Source: an optimization exercise on an open RTL-to-GDS flow (aim: small area, a short achievable clock period and few clock cycles per item). Production flows keep margins and buffers that such runs may drop. Function was checked by simulation only, so behaviour that the tests miss may differ from the original.

--- flow/run.sh ---
#!/bin/bash
# Own layout flow: the standard flow (standard.sh, unchanged synthesis, floorplan,
# power grid and tap cells), with plain buffers for the port buffers instead of the
# delay cells buffer_ports picks on its own.
set -euo pipefail
export BUFFER_PORTS_ARGS="-buffer_cell sky130_fd_sc_hd__buf_1"
bash standard.sh finish > flow_standard.log 2>&1
--- standard.sh ---
#!/bin/bash
# synth_recipe.tcl (not shown) runs the flow's synth.tcl, then flattens the netlist and writes it again
# the make line also repeats each setting of config.mk as NAME=value (left out here)
make -C /OpenROAD-flow-scripts/flow DESIGN_CONFIG=/design/flow/config.mk WORK_HOME=/design/flow/orfs CLKGATE_MAP_FILE= SYNTH_SCRIPT=/design/flow/synth_recipe.tcl "${@:-finish}"
--- config.mk ---
export PLATFORM = sky130hd
export DESIGN_NAME = axi_lite_slave_mem
export DESIGN_NICKNAME = axi_lite_slave_mem
export VERILOG_FILES = /design/flow/design.v
export SDC_FILE = /design/flow/constraint.sdc
export NUM_CORES = 4
export LEC_CHECK = 0
export CAP_MARGIN = 20
export CORE_MARGIN = 2
export CORE_UTILIZATION = 45
export CTS_CLUSTER_DIAMETER = 100
export CTS_CLUSTER_SIZE = 28
export SETUP_SLACK_MARGIN = 2.1
export SLEW_MARGIN = 20
export SYNTH_HIERARCHICAL = 1
--- constraint.sdc ---
create_clock -name core_clock -period 4.0 [get_ports {s_axi_aclk}]
set_input_delay 0.8000 -clock core_clock [delete_from_list [all_inputs] [get_ports {s_axi_aclk}]]
set_output_delay 0.8000 -clock core_clock [all_outputs]
set_load 0.01 [all_outputs]
--- design.v ---
package axi_lite_pkg;
    localparam int DATA_W = 32;
    localparam int STRB_W = 4;
    localparam logic [1:0] RESP_OKAY   = 2'b00;
    localparam logic [1:0] RESP_SLVERR = 2'b10;
endpackage
module axi_lite_regfile #(
    parameter int DEPTH = 32
) (
    input  logic              i_clk,
    input  logic [axi_lite_pkg::STRB_W-1:0] i_wen,       
    input  logic [3:0]        i_wsel_lo,                 
    input  logic [DEPTH/4-1:0] i_wsel_hi,                
    input  logic [axi_lite_pkg::DATA_W-1:0] i_wdata,
    input  logic [DEPTH-1:0]  i_rsel,                    
    output logic [axi_lite_pkg::DATA_W-1:0] o_rdata    
);
    logic [axi_lite_pkg::DATA_W-1:0] r_mem [DEPTH];
    logic [axi_lite_pkg::DATA_W-1:0] w_rd;
    always_ff @(posedge i_clk) begin
        for (int k = 0; k < DEPTH; k++) begin
            for (int n = 0; n < axi_lite_pkg::STRB_W; n++) begin
                if (i_wen[n] && i_wsel_lo[k % 4] && i_wsel_hi[k / 4]) begin
                    r_mem[k][8*n +: 8] <= i_wdata[8*n +: 8];
                end
            end
        end
    end
    for (genvar b = 0; b < axi_lite_pkg::DATA_W; b++) begin : g_rd
        logic [DEPTH/8-1:0] w_oct;         
        logic [1:0]         w_half_n;
        for (genvar g = 0; g < DEPTH/8; g++) begin : g_oct
            logic [7:0] w_d;
            for (genvar j = 0; j < 8; j++) begin : g_d
                assign w_d[j] = r_mem[8*g+j][b];
            end
            axi_lite_rd_oct u_oct (.i_s(i_rsel[8*g +: 8]), .i_d(w_d), .o_y(w_oct[g]));
        end
        for (genvar h = 0; h < 2; h++) begin : g_half
            axi_lite_rd_nor2 u_half (.i_a(w_oct[2*h +: 2]), .o_y(w_half_n[h]));
        end
        axi_lite_rd_nand2 u_bit (.i_a(w_half_n), .o_y(w_rd[b]));
    end
    assign o_rdata = w_rd;
endmodule
module axi_lite_rd_oct (
    input  logic [7:0] i_s,
    input  logic [7:0] i_d,
    output logic       o_y
);
    logic [3:0] w_pair_n;
    for (genvar p = 0; p < 4; p++) begin : g_pair
        assign w_pair_n[p] = ~((i_s[2*p] & i_d[2*p]) | (i_s[2*p+1] & i_d[2*p+1]));
    end
    assign o_y = ~&w_pair_n;
endmodule
module axi_lite_rd_nor2 (
    input  logic [1:0] i_a,
    output logic       o_y
);
    assign o_y = ~|i_a;
endmodule
module axi_lite_rd_nand2 (
    input  logic [1:0] i_a,
    output logic       o_y
);
    assign o_y = ~&i_a;
endmodule
module axi_lite_slave_mem #(
    parameter int ADDR_WIDTH = 32,
    parameter int DATA_WIDTH = 32,
    parameter int DEPTH      = 32
) (
    input  logic                  s_axi_aclk,
    input  logic                  s_axi_areset,
    input  logic [ADDR_WIDTH-1:0] s_axi_awaddr,
    input  logic [2:0]            s_axi_awprot,
    input  logic                  s_axi_awvalid,
    output logic                  s_axi_awready,
    input  logic [DATA_WIDTH-1:0] s_axi_wdata,
    input  logic [3:0]            s_axi_wstrb,
    input  logic                  s_axi_wvalid,
    output logic                  s_axi_wready,
    output logic [1:0]            s_axi_bresp,
    output logic                  s_axi_bvalid,
    input  logic                  s_axi_bready,
    input  logic [ADDR_WIDTH-1:0] s_axi_araddr,
    input  logic [2:0]            s_axi_arprot,
    input  logic                  s_axi_arvalid,
    output logic                  s_axi_arready,
    output logic [DATA_WIDTH-1:0] s_axi_rdata,
    output logic [1:0]            s_axi_rresp,
    output logic                  s_axi_rvalid,
    input  logic                  s_axi_rready
);
    localparam int IDX_W = (DEPTH > 1) ? $clog2(DEPTH) : 1;
    localparam int HI_N  = DEPTH / 4;
    localparam logic [ADDR_WIDTH-3:0] DEPTH_W = (ADDR_WIDTH-2)'(DEPTH);
    logic w_unused;
    assign w_unused = ^{s_axi_awprot, s_axi_arprot, s_axi_awaddr[1:0], s_axi_araddr[1:0]};
    logic                              r_awready, r_wready, r_arready, r_bvalid, r_rvalid;
    logic                              r_awready_n, r_wready_n, r_arready_n, r_bvalid_n, r_rvalid_n;
    logic                              w_awready, w_wready, w_arready, w_bvalid, w_rvalid;
    logic                              r_aw_v, r_aw_ok;
    logic [3:0]                        r_aw_lo;       
    logic [HI_N-1:0]                   r_aw_hi;       
    logic                              r_w_v;
    logic [axi_lite_pkg::DATA_W-1:0]   r_w_data;      
    logic [axi_lite_pkg::STRB_W-1:0]   r_w_strb;
    logic [axi_lite_pkg::STRB_W-1:0]   r_wen;         
    logic                              r_berr, r_bsk_v, r_bsk_err;
    logic                              r_ar0_old, r_ar1_old;  
    logic                              r_ar0_v, r_ar0_ok, r_ar1_v, r_ar1_ok;
    logic [DEPTH-1:0]                  r_ar0_sel;     
    logic [IDX_W-1:0]                  r_ar1_idx;
    logic                              r_rerr;
    logic [axi_lite_pkg::DATA_W-1:0]   r_rdata;
    logic [axi_lite_pkg::DATA_W-1:0]   w_rf_rdata;
    assign w_awready = ~r_awready_n;
    assign w_wready  = ~r_wready_n;
    assign w_arready = ~r_arready_n;
    assign w_bvalid  = ~r_bvalid_n;
    assign w_rvalid  = ~r_rvalid_n;
    logic w_aw_hs, w_ar_hs, w_commit, w_issue;
    assign w_aw_hs  = s_axi_awvalid & w_awready;
    assign w_ar_hs  = s_axi_arvalid & w_arready;
    assign w_commit = r_aw_v & r_w_v & ~r_bsk_v & ~r_ar0_old;
    assign w_issue  = r_ar0_v & (~w_rvalid | s_axi_rready);
    logic w_aw_in_ok, w_ar_in_ok;
    assign w_aw_in_ok = (s_axi_awaddr[ADDR_WIDTH-1:2] < DEPTH_W);
    assign w_ar_in_ok = (s_axi_araddr[ADDR_WIDTH-1:2] < DEPTH_W);
    logic w_aw_v_nxt, w_w_v_nxt, w_bsk_v_nxt, w_pair_old, w_pair_new, w_commit_nxt;
    logic w_ar0_v_nxt, w_ar1_v_nxt, w_ar_shift, w_ar0_old_nxt, w_ar1_old_nxt;
    logic [axi_lite_pkg::STRB_W-1:0] w_w_strb_nxt;
    assign w_aw_v_nxt = w_awready ? s_axi_awvalid : (r_aw_v & ~w_commit);
    assign w_w_v_nxt  = w_wready  ? s_axi_wvalid  : (r_w_v  & ~w_commit);
    assign w_bsk_v_nxt = r_bsk_v ? ~(w_bvalid & s_axi_bready) : (w_commit & w_bvalid & ~s_axi_bready);
    assign w_ar_shift = ~r_ar0_v | w_issue;
    assign w_pair_old = r_aw_v & r_w_v & ~w_commit;
    assign w_pair_new = w_aw_v_nxt & w_w_v_nxt & ~w_pair_old;
    always_comb begin
        if (w_pair_new) begin
            w_ar0_old_nxt = w_ar_shift ? r_ar1_v : 1'b1;
            w_ar1_old_nxt = w_ar_shift ? 1'b0 : r_ar1_v;
        end else if (w_pair_old) begin
            w_ar0_old_nxt = w_ar_shift ? r_ar1_old : r_ar0_old;
            w_ar1_old_nxt = w_ar_shift ? 1'b0 : r_ar1_old;
        end else begin
            w_ar0_old_nxt = 1'b0;
            w_ar1_old_nxt = 1'b0;
        end
    end
    assign w_commit_nxt = w_aw_v_nxt & w_w_v_nxt & ~w_bsk_v_nxt & ~w_ar0_old_nxt;
    assign w_w_strb_nxt = w_wready ? s_axi_wstrb : r_w_strb;
    assign w_ar0_v_nxt = w_ar_shift ? (r_ar1_v | w_ar_hs) : 1'b1;
    assign w_ar1_v_nxt = w_ar_shift ? (r_ar1_v & w_ar_hs) : (r_ar1_v | w_ar_hs);
    logic w_berr_new, w_berr_sk;
    assign w_berr_new = w_commit & (~w_bvalid | s_axi_bready);
    assign w_berr_sk  = r_bsk_v & s_axi_bready;
    always_ff @(posedge s_axi_aclk) begin
        if (w_awready) begin
            r_aw_ok <= w_aw_in_ok;
        end
        if (w_wready) begin
            r_w_strb <= s_axi_wstrb;
        end
        r_berr <= (w_berr_new & ~r_aw_ok) | (w_berr_sk & r_bsk_err) | (~w_berr_new & ~w_berr_sk & r_berr);
        if (w_commit) begin
            r_bsk_err <= ~r_aw_ok;
        end
    end
    always_ff @(posedge s_axi_aclk) begin
        if (s_axi_areset) begin
            r_aw_v    <= 1'b0;
            r_w_v     <= 1'b0;
            r_w_data  <= '0;
            r_aw_lo   <= '1;
            r_aw_hi   <= '1;
            r_awready   <= 1'b1;
            r_awready_n <= 1'b0;
            r_wready    <= 1'b1;
            r_wready_n  <= 1'b0;
            r_wen     <= '1;
            r_bvalid    <= 1'b0;
            r_bvalid_n  <= 1'b1;
            r_bsk_v   <= 1'b0;
            r_ar0_old <= 1'b0;
            r_ar1_old <= 1'b0;
        end else begin
            r_aw_v    <= w_aw_v_nxt;
            r_w_v     <= w_w_v_nxt;
            if (w_wready) begin
                r_w_data <= s_axi_wdata;
            end
            if (w_awready) begin
                for (int i = 0; i < 4; i++) begin
                    r_aw_lo[i] <= s_axi_awaddr[3:2] == 2'(i);
                end
                for (int i = 0; i < HI_N; i++) begin
                    r_aw_hi[i] <= w_aw_in_ok && s_axi_awaddr[IDX_W+1:4] == (IDX_W-2)'(i);
                end
            end
            r_awready   <= ~w_aw_v_nxt | (w_w_v_nxt & ~w_bsk_v_nxt & ~w_ar0_old_nxt);
            r_awready_n <= ~(~w_aw_v_nxt | (w_w_v_nxt & ~w_bsk_v_nxt & ~w_ar0_old_nxt));
            r_wready    <= ~w_w_v_nxt  | (w_aw_v_nxt & ~w_bsk_v_nxt & ~w_ar0_old_nxt);
            r_wready_n  <= ~(~w_w_v_nxt  | (w_aw_v_nxt & ~w_bsk_v_nxt & ~w_ar0_old_nxt));
            r_wen     <= w_w_strb_nxt & {axi_lite_pkg::STRB_W{w_commit_nxt}};
            r_bvalid    <= r_bsk_v | w_commit | (w_bvalid & ~s_axi_bready);
            r_bvalid_n  <= ~(r_bsk_v | w_commit | (w_bvalid & ~s_axi_bready));
            r_bsk_v   <= w_bsk_v_nxt;
            r_ar0_old <= w_ar0_old_nxt;
            r_ar1_old <= w_ar1_old_nxt;
        end
    end
    logic [DEPTH-1:0] w_ar_in_sel, w_ar1_sel;
    always_comb begin
        for (int k = 0; k < DEPTH; k++) begin
            w_ar_in_sel[k] = s_axi_araddr[IDX_W+1:2] == IDX_W'(k);
            w_ar1_sel[k]   = r_ar1_idx == IDX_W'(k);
        end
    end
    logic             w_ld_ar1, w_ld_in, w_rd_ld, w_rerr_ld;
    logic [DEPTH-1:0] w_ar0_sel_nxt;
    assign w_ld_ar1      = w_ar_shift & r_ar1_v;
    assign w_ld_in       = w_ar_shift & ~r_ar1_v;
    assign w_ar0_sel_nxt = ({DEPTH{w_ld_ar1}} & w_ar1_sel) | ({DEPTH{w_ld_in}} & w_ar_in_sel)
                         | ({DEPTH{~w_ar_shift}} & r_ar0_sel);
    assign w_rd_ld       = ~w_rvalid | s_axi_rready;
    assign w_rerr_ld     = w_issue;
    always_ff @(posedge s_axi_aclk) begin
        r_ar0_sel <= w_ar0_sel_nxt;
        if (w_ar_shift) begin
            if (r_ar1_v) begin
                r_ar0_ok  <= r_ar1_ok;
            end else begin
                r_ar0_ok  <= w_ar_in_ok;
            end
        end
        if (w_ar_hs) begin
            r_ar1_ok  <= w_ar_in_ok;
            r_ar1_idx <= s_axi_araddr[IDX_W+1:2];
        end
    end
    always_ff @(posedge s_axi_aclk) begin
        if (s_axi_areset || (w_rd_ld && !r_ar0_ok)) begin
            r_rdata <= '0;
        end else if (w_rd_ld) begin
            r_rdata <= w_rf_rdata;
        end
        if (s_axi_areset) begin
            r_rerr  <= 1'b0;
        end else begin
            if (w_rerr_ld) begin
                r_rerr <= ~r_ar0_ok;
            end
        end
    end
    always_ff @(posedge s_axi_aclk) begin
        if (s_axi_areset) begin
            r_ar0_v   <= 1'b0;
            r_ar1_v   <= 1'b0;
            r_arready   <= 1'b1;
            r_arready_n <= 1'b0;
            r_rvalid    <= 1'b0;
            r_rvalid_n  <= 1'b1;
        end else begin
            r_ar0_v   <= w_ar0_v_nxt;
            r_ar1_v   <= w_ar1_v_nxt;
            r_arready   <= ~(w_ar0_v_nxt & w_ar1_v_nxt);
            r_arready_n <= w_ar0_v_nxt & w_ar1_v_nxt;
            r_rvalid    <= w_issue | (w_rvalid & ~s_axi_rready);
            r_rvalid_n  <= ~(w_issue | (w_rvalid & ~s_axi_rready));
        end
    end
    axi_lite_regfile #(
        .DEPTH (DEPTH)
    ) u_regfile (
        .i_clk     (s_axi_aclk),
        .i_wen     (r_wen),
        .i_wsel_lo (r_aw_lo),
        .i_wsel_hi (r_aw_hi),
        .i_wdata   (r_w_data),
        .i_rsel    (r_ar0_sel),
        .o_rdata   (w_rf_rdata)
    );
    assign s_axi_awready = r_awready;
    assign s_axi_wready  = r_wready;
    assign s_axi_bvalid  = r_bvalid;
    assign s_axi_bresp   = r_berr ? axi_lite_pkg::RESP_SLVERR : axi_lite_pkg::RESP_OKAY;
    assign s_axi_arready = r_arready;
    assign s_axi_rvalid  = r_rvalid;
    assign s_axi_rresp   = r_rerr ? axi_lite_pkg::RESP_SLVERR : axi_lite_pkg::RESP_OKAY;
    assign s_axi_rdata   = r_rdata;
endmodule
==> results.ini <==
[synthesis]
synthTopCellsByArea = edfxtp_1 73%, a22oi_1 9.2%, dfxtp_1 6.4%
synth.avg_cell_area_sq_um = 16.90
ys_warn_count = 9
async_flop_share_pct = 0
netlist.area_leader.share_pct = 73.43
yosysUniqueCellTypes = 54
synthesis.area_sq_um = 42240
synth-seq-cells = 1168
ys.flop_type = edfxtp_1
synth-edff-count = 1033
yosysSeqAreaShare_pct = 79.83
yosysTopAreaCell = edfxtp_1
synthCells = 2499
synth_most_common_cell = edfxtp_1
synth_commonest_cells = 1033 x edfxtp_1, 515 x a22oi_1, 135 x dfxtp_1, 135 x nand4_1, 117 x nand2_1

[power_and_ir_drop]
p_leak_nw = 15.21
fin_total_pwr_mw = 21.55
ir_worst_vdd_mv = 0.2677
power.density_nw_per_um2 = 463.9

[finish]
drive_above_1_share_pct = 11.03
regArea_sq_um = 33870
multi_input_area_sq_um = 8185
syn_to_final_growth_pct = 9.987
fin_nets = 2804
fill_cells = 7598
instances_no_fill = 3985

[hold_path]
hp-start = s_axi_wdata[24]
hold_path_class = in2reg
holdPathStages = 3
hold_path_end = r_w_data[24]

[global_route]
antenna_found_initial = 3
grt_overflow = 0
grt_start_max_net_pins = 60
grt_usage_pct = 22.40
grt_pass1_vias = 23690
grt_pass1_wl_um = 156200

[drt]
num_vias = 24360
drt_iter0_markers = 3140
post-route-drc-count = 0
wire_per_inst_um = 27.26
drt-pass1-iter-count = 6
vias_per_cell = 6.113
routed_wl_um = 108600
drtAntennaViolNets = 0

[sta]
whs_ns = 0.3874
drv_slew = 0
worst_pin_slew_ns = 0.7856
fmax_mhz = 515.7
rsz0062_at_grt = true
period_minus_slack_ns = 1.939
setup_viol = 0
slew_headroom_pct = 47.62
final_hold_viol_count = 0
fin_crit_sh_pct = 48.48
fin_skew_ns = 0.02549
fin_tns_setup_ns = 0

[clock_tree]
cts-htree-levels = 2
clkLatencyLatePin_ns = 0.64
cts_buffer_depth = 3
clockRootBuffer = clkbuf_16
clk_pin_slew_worst_paths_ns = 0.11
clkSinkCount = 1168
cts_buffers = 48
cts_tree = built
cts_hold_buf = 0

[critical_path]
reg2reg_slack_ns = 2.14
cp_slowest_stage_delay_ns = 0.38
r2r_end = u_regfile.r_mem[18][10]
r2r_cells = 2
crit_path_max_fanout = 2
slowest_stage = dfxtp_4
startpoint = r_rdata[23]
cp.required_ns = 3.20
r2r_start = r_aw_lo[2]
cp_num_buf_inv = 1
worstPathCellList = buf_6
cp_top_family = flip-flops
start_kind = flip-flop
crit_type = reg2out
cp.arrival_ns = 1.14
crit_path_end_kind = output pin

[die]
rows = 112
ios = 154
die_x_um = 310.4
die_area_sq_um = 96340
die_h_um = 310.4
coreArea_sq_um = 93190
initial_utilization_pct = 45.33

[flow_run]
cap_violations = 0

[place]
io_buffers = 141
routabilityCongestion = 0.8637
dpl.hpwl_um = 67880
placed_cells = 3886

[run_status]
outcome = finished clean

-- routing by layer --
metal | up-vias | track usage, % | share of wire [%]
met3 | 121 | 3.385 | 8.8
met5 | - | 0 | 0.011
li1 | 10650 | - | -
met4 | 2 | 5.415 | 2.4
met2 | 1126 | 35.94 | 47
met1 | 12460 | 32.36 | 42
-- kinds of logic after synthesis --
family	Yosys count	synth area share, %
simple gates	551	7.002
other cells	1	0.008877
compound gates	656	11.30
mux	38	0.9004
buf+inv	85	0.9656
flops	1168	79.83
-- worst max path at each step --
stage                     slack [ns]  cells after the start         endpoint
after detailed placement        1.42                      6         r_wen[1]
final                           2.06                      1  s_axi_rdata[23]
after global routing            2.02                      1  s_axi_rdata[23]
after floorplan                 2.14                      5       r_wready_n
after CTS                       2.03                      1  s_axi_rdata[23]
after global placement          1.52                      6         r_wen[0]
-- Yosys stat by module, one instance, submodules excluded, a selection --
module	area, sq um	copies in the design
axi_lite_rd_nand2	3.754	32
axi_lite_slave_mem	5485	1
axi_lite_rd_nor2	3.754	64
axi_lite_rd_oct	36.28	128
-- state kept, by name (all words and copies together), names as in the netlist, 4 cells and up --
name / flops
r_aw_lo: 4
u_regfile.r_mem: 1024
r_ar0_sel: 32
r_wen: 4
r_aw_hi: 8
r_w_data: 32
r_rdata: 32
r_w_strb: 4
r_ar1_idx: 5
-- cell usage in the layout (no fill, tap or decap), types with 3 or more instances in the layout --
cell,Yosys,layout
edfxtp_1,1033,1033
a22oi_1,515,514
nand4_1,135,135
nand2_1,117,117
nor2_1,111,106
and3_1,107,101
buf_1,3,101
dfxtp_2,0,79
buf_4,13,67
clkbuf_16,0,49
a21oi_1,48,48
dfxtp_1,135,44
buf_6,0,40
mux2i_1,38,38
clkbuf_1,22,36
and3_2,21,27
o21ai_0,18,18
a21o_1,17,17
o22ai_1,16,16
inv_1,14,14
dfxtp_4,0,12
nor2b_1,10,10
nor4_1,11,10
o31ai_1,8,8
o2bb2a_1,7,7
or2_2,7,6
nand4b_1,6,6
nand2b_1,6,6
o21bai_1,7,6
nor3_1,4,4
nor2_2,0,4
a221o_1,3,3
o21a_1,3,3
-- per-stage QoR --
stage	setup WS, ns	utilization [%]	cell area (sq um)
after CTS	2.027	49.72	46340
after global placement	1.522	47.73	44480
after detailed placement	1.422	47.73	44480
after floorplan	2.135	-	42250
after global routing	2.023	49.85	46460
final	2.061	49.86	46460
-- report_power, final --
group	internal (mW)	switching, mW	total [mW]
combinational	0.308	0.845	1.15
sequential	14.1	0.431	14.5
clock	2.39	3.52	5.91
-- what timing repair did --
item                                   CTS  global route
endpoints found under the hold margin    0             0
resized for setup                      155            28
setup endpoints to repair              914           129
setup buffers                            5             4
pin swaps                                0             0
-- area by class of cell --
cell class                 instances  share of cell area [%]
tap                             1254                   3.377
multi-input combinational       1247                   17.62
timing repair buffer             211                   2.922
sequential                      1168                   72.89
clock buffer                      86                   2.959
antenna                            2                 0.01077
inverter                          15                  0.1266
clock inverter                     2                 0.09964
Testbench counts, summed over its fixed seeds: cycles 8,024, items 16,000.

afterwards: timing with drivers on the ports:
In the flow no input, the clock included, has a driving cell. The finished layout below was timed again as built, in two steps.
Step 1 (the two cells are an assumption about what drives the block):
set clk [get_ports {s_axi_aclk}]
set_driving_cell -lib_cell sky130_fd_sc_hd__clkbuf_16 $clk
set_driving_cell -lib_cell sky130_fd_sc_hd__buf_2 [delete_from_list [all_inputs] $clk]
Step 2, shift: input delay + t, output delay - t, t = (earliest + latest rising clock arrival at the registers) / 2. This alone moves slack from input paths to output paths.
Three values: ideal, step 1, step 2; two values: the first two.
shift t [ns]: 0.689
setup slack, ns: 2.061 / 2.000 / 1.545
worst setup path at the end: input to register
latest minus earliest clock arrival (ns): 0.037 / 0.037
worst slew at a driven data input, ns: 0.09
After both steps this run still meets setup and hold. For this run, drivers alone change the setup slack by -0.061 ns; drivers and shift together by -0.516 ns.
